This design comes from an exercise in tuning for small area, a short achievable clock period and few clock cycles per item on the open sky130 flow, not from production work. At most, simulation tests tie the RTL to the original design; equivalence was not proved. Power is estimated from default activity; no workload was simulated.

==> module wb_stage, before the edit <==
module wb_stage (
    input  logic        clk_i,
    input  logic        rst_n_i,
    input  logic        in_req_i,
    input  logic [31:0] in_pc_i,
    input  logic [31:0] in_instr_i,
    input  logic [31:0] in_alu_result_i,
    input  logic [31:0] in_store_data_i,
    input  logic        in_rf_we_i,
    input  logic        in_mem_en_i,
    input  logic        in_mem_rw_i,
    input  logic [1:0]  in_csr_cmd_i,
    input  logic [1:0]  in_sel_wb_i,
    input  logic        in_ecall_break_i,
    input  logic        in_ex_exception_i,
    input  logic [3:0]  in_ex_xcause_i,
    input  logic [31:0] in_ex_mtval_i,
    output logic        in_ack_o,
    output logic        commit_rf_we_o,
    output logic [4:0]  commit_rd_o,
    output logic [31:0] commit_wdata_o,
    output logic        commit_exception_o,
    output logic [3:0]  commit_xcause_o,
    output logic [31:0] commit_mtval_o,
    output logic        commit_redirect_o,
    output logic [31:0] commit_redirect_pc_o,
    output logic [31:0] dbus_adr_o,
    output logic [31:0] dbus_dat_o,
    output logic [3:0]  dbus_sel_o,
    output logic        dbus_cyc_o,
    output logic        dbus_stb_o,
    output logic        dbus_we_o,
    input  logic [31:0] dbus_dat_i,
    input  logic        dbus_ack_i,
    input  logic        dbus_err_i
);
    logic        ack_q;
    logic        open;
    logic        bus;
    logic        cyc;
    logic        bus_end;
    logic        fire;
    logic        misaligned;
    logic        bus_err;
    logic [31:0] lsu_rdata;
    logic [31:0] csr_rdata;
    logic [31:0] csr_wdata;
    logic        csr_hit;
    logic        csr_illegal;
    logic        csr_wr;
    logic [31:0] mtvec;
    logic [31:0] mepc;
    logic [3:0]  mcause;
    logic [31:0] mtval_csr;
    logic        exception;
    logic        exc_other;
    logic [3:0]  xcause;
    logic [3:0]  mtval_sel;
    logic        mret;
    logic [31:0] wb_wdata;
    logic        exc_q;
    logic        redirect_q;
    logic [31:0] wdata_q;
    assign open    = in_req_i && !ack_q;
    assign bus_end = dbus_ack_i || dbus_err_i;
    assign fire    = open && (!bus || bus_end);
    always_ff @(posedge clk_i or negedge rst_n_i) begin
        if (!rst_n_i) begin
            ack_q <= 1'b0;
        end else begin
            ack_q <= in_req_i && (ack_q || !bus || bus_end);   
        end
    end
    assign in_ack_o = ack_q;
    wb_lsu u_lsu (
        .open_i         (open),
        .mem_en_i       (in_mem_en_i),
        .ex_exception_i (in_ex_exception_i),
        .funct3_i       (in_instr_i[14:12]),
        .addr_i         (in_alu_result_i),
        .wdata_i        (in_store_data_i),
        .bus_dat_i      (dbus_dat_i),
        .misaligned_o   (misaligned),
        .bus_o          (bus),
        .cyc_o          (cyc),
        .sel_o          (dbus_sel_o),
        .dat_o          (dbus_dat_o),
        .rdata_o        (lsu_rdata)
    );
    assign dbus_adr_o = in_alu_result_i;
    assign dbus_we_o  = in_mem_rw_i;
    assign dbus_cyc_o = cyc;
    assign dbus_stb_o = cyc;
    assign bus_err = bus && dbus_err_i;
    assign csr_wdata   = in_instr_i[14] ? {27'b0, in_instr_i[19:15]} : in_alu_result_i;
    assign csr_illegal = in_csr_cmd_i != CSR_NONE && !csr_hit;
    assign csr_wr      = fire && !exc_other && in_csr_cmd_i != CSR_NONE
                         && !(in_csr_cmd_i[1] && in_instr_i[19:15] == 5'd0);
    wb_trap_arbiter u_arb (
        .ex_exception_i (in_ex_exception_i),
        .ex_xcause_i    (in_ex_xcause_i),
        .ecall_break_i  (in_ecall_break_i),
        .funct12_i      (in_instr_i[31:20]),
        .instr5_i       (in_instr_i[5]),
        .mem_rw_i       (in_mem_rw_i),
        .misaligned_i   (misaligned),
        .bus_err_i      (bus_err),
        .csr_illegal_i  (csr_illegal),
        .exception_o    (exception),
        .exc_other_o    (exc_other),
        .xcause_o       (xcause),
        .mtval_sel_o    (mtval_sel),
        .mret_o         (mret)
    );
    wb_csr_file u_csr (
        .clk_i        (clk_i),
        .rst_n_i      (rst_n_i),
        .addr_i       (in_instr_i[31:20]),
        .cmd_i        (in_csr_cmd_i),
        .wdata_i      (csr_wdata),
        .wr_i         (csr_wr),
        .trap_i       (fire && exception),
        .trap_pc_i    (in_pc_i),
        .trap_cause_i (xcause),
        .trap_mtval_sel_i (mtval_sel),
        .ex_mtval_i   (in_ex_mtval_i),
        .addr_val_i   (in_alu_result_i),
        .instr_i      (in_instr_i),
        .rd_en_i      (in_sel_wb_i == SEL_CSR),
        .rdata_o      (csr_rdata),
        .hit_o        (csr_hit),
        .mtvec_o      (mtvec),
        .mcause_o     (mcause),
        .mtval_o      (mtval_csr),
        .mepc_o       (mepc)
    );
    assign wb_wdata = ({32{in_sel_wb_i == SEL_ALU}} & in_alu_result_i)
                    | ({32{in_sel_wb_i == SEL_LSU}} & lsu_rdata)
                    | ({32{in_sel_wb_i == SEL_PC4}} & {in_pc_i[31:2] + 30'd1, in_pc_i[1:0]})
                    | csr_rdata;
    always_ff @(posedge clk_i) begin
        if (!ack_q) begin
            exc_q       <= exception;
            redirect_q  <= exception || mret;
            wdata_q     <= wb_wdata;
        end
    end
    assign commit_rf_we_o       = in_rf_we_i && !exc_q;
    assign commit_rd_o          = in_instr_i[11:7];
    assign commit_wdata_o       = wdata_q;
    assign commit_exception_o   = exc_q;
    assign commit_xcause_o      = mcause;
    assign commit_mtval_o       = mtval_csr;
    assign commit_redirect_o    = redirect_q;
    assign commit_redirect_pc_o = exc_q ? mtvec : mepc;
endmodule
export LEC_CHECK = 0
export CAP_MARGIN = 20
export CORE_MARGIN = 2
export CORE_UTILIZATION = 55
export CTS_BUF_LIST = sky130_fd_sc_hd__clkbuf_4 sky130_fd_sc_hd__clkbuf_8
export PLACE_DENSITY = 0.7
export SETUP_SLACK_MARGIN = 1.8
export SLEW_MARGIN = 20
create_clock -name core_clock -period 4.5 [get_ports {clk_i}]
standard.sh (not shown) runs the stock make flow with config.mk's settings and CLKGATE_MAP_FILE= SYNTH_SCRIPT=/design/flow/synth_recipe.tcl, a recipe that flattens the netlist after the stock synthesis.
==> flow/flow/run.sh <==
#!/bin/bash
# Standard layout, with plain buffers on the ports instead of the delay buffers
# buffer_ports picks by default.
export BUFFER_PORTS_ARGS="-buffer_cell sky130_fd_sc_hd__buf_1"
bash standard.sh > standard.log 2>&1
Testbench counts at the start, summed over its fixed seeds: cycles 86,085, instructions 32,000.
Rerun with:
--- a/flow/design.v
+++ b/flow/design.v
@@ -367,11 +367,18 @@
                     | ({32{in_sel_wb_i == SEL_PC4}} & {in_pc_i[31:2] + 30'd1, in_pc_i[1:0]})
                     | csr_rdata;
     always_ff @(posedge clk_i) begin
         if (!ack_q) begin
-            exc_q       <= exception;
-            redirect_q  <= exception || mret;
-            wdata_q     <= wb_wdata;
+            wdata_q <= wb_wdata;
+        end
+    end
+    always_ff @(posedge clk_i or negedge rst_n_i) begin
+        if (!rst_n_i) begin
+            exc_q      <= 1'b0;
+            redirect_q <= 1'b0;
+        end else if (!ack_q) begin
+            exc_q      <= exception;
+            redirect_q <= exception || mret;
         end
     end
     assign commit_rf_we_o       = in_rf_we_i && !exc_q;
     assign commit_rd_o          = in_instr_i[11:7];
Count of clock-buffer cells in the layout came out lower by 1.
Final cell count came out higher by 14%.
Register-to-register slack degrades by 0.11 ns.
Cell area rose by 19%.
Wire length came out higher by 15%.
Flip-flop and latch count stays the same.
Sequential share of layout area went down by 4.8 points.
Global-route usage rose by 1.4 points.
Utilization climbs by 5.3 points.
Worst setup slack degrades by 0.23 ns.
Power increases by 9.8%.
Critical path depth went down by 1.
Combinational power is higher by 28%.
The RTL of the second run of this note was laid out without a check of its function.

## port drivers added, routing unchanged
How much do the figures lean on ideal ports? The routed layouts below were timed once more, with nothing changed but the port constraints. Step 1: set_driving_cell puts a clkbuf_16 on clk_i and a buf_2 on each other input, an assumption about the parent block. Step 2 adds t to the input delays and takes it off the output delays; t is the mean of the earliest and latest rising clock arrival at the registers after step 1. Input paths then give back, and output paths get back, about the clock's delay inside the block. Slacks: no drivers / after step 1 / after step 2; pairs: no drivers / after step 1.
| run | t, ns | setup WS [ns] | latest minus earliest clock arrival (ns) | slew at the worst register clock pin (ns) | cell pins on the clock port's net |
|---|---|---|---|---|---|
| the first run | 0.524 | 1.775 / 1.739 / 1.271 | 0.016 / 0.016 | 0.11 / 0.11 | 1 |
| the second run | 0.534 | 1.540 / 1.551 / 1.017 | 0.024 / 0.024 | 0.11 / 0.11 | 1 |
After both steps every run listed still meets setup and hold. The setup slack of the second run, which loses most, moves by +0.011 ns with the drivers and by -0.523 ns with both steps.
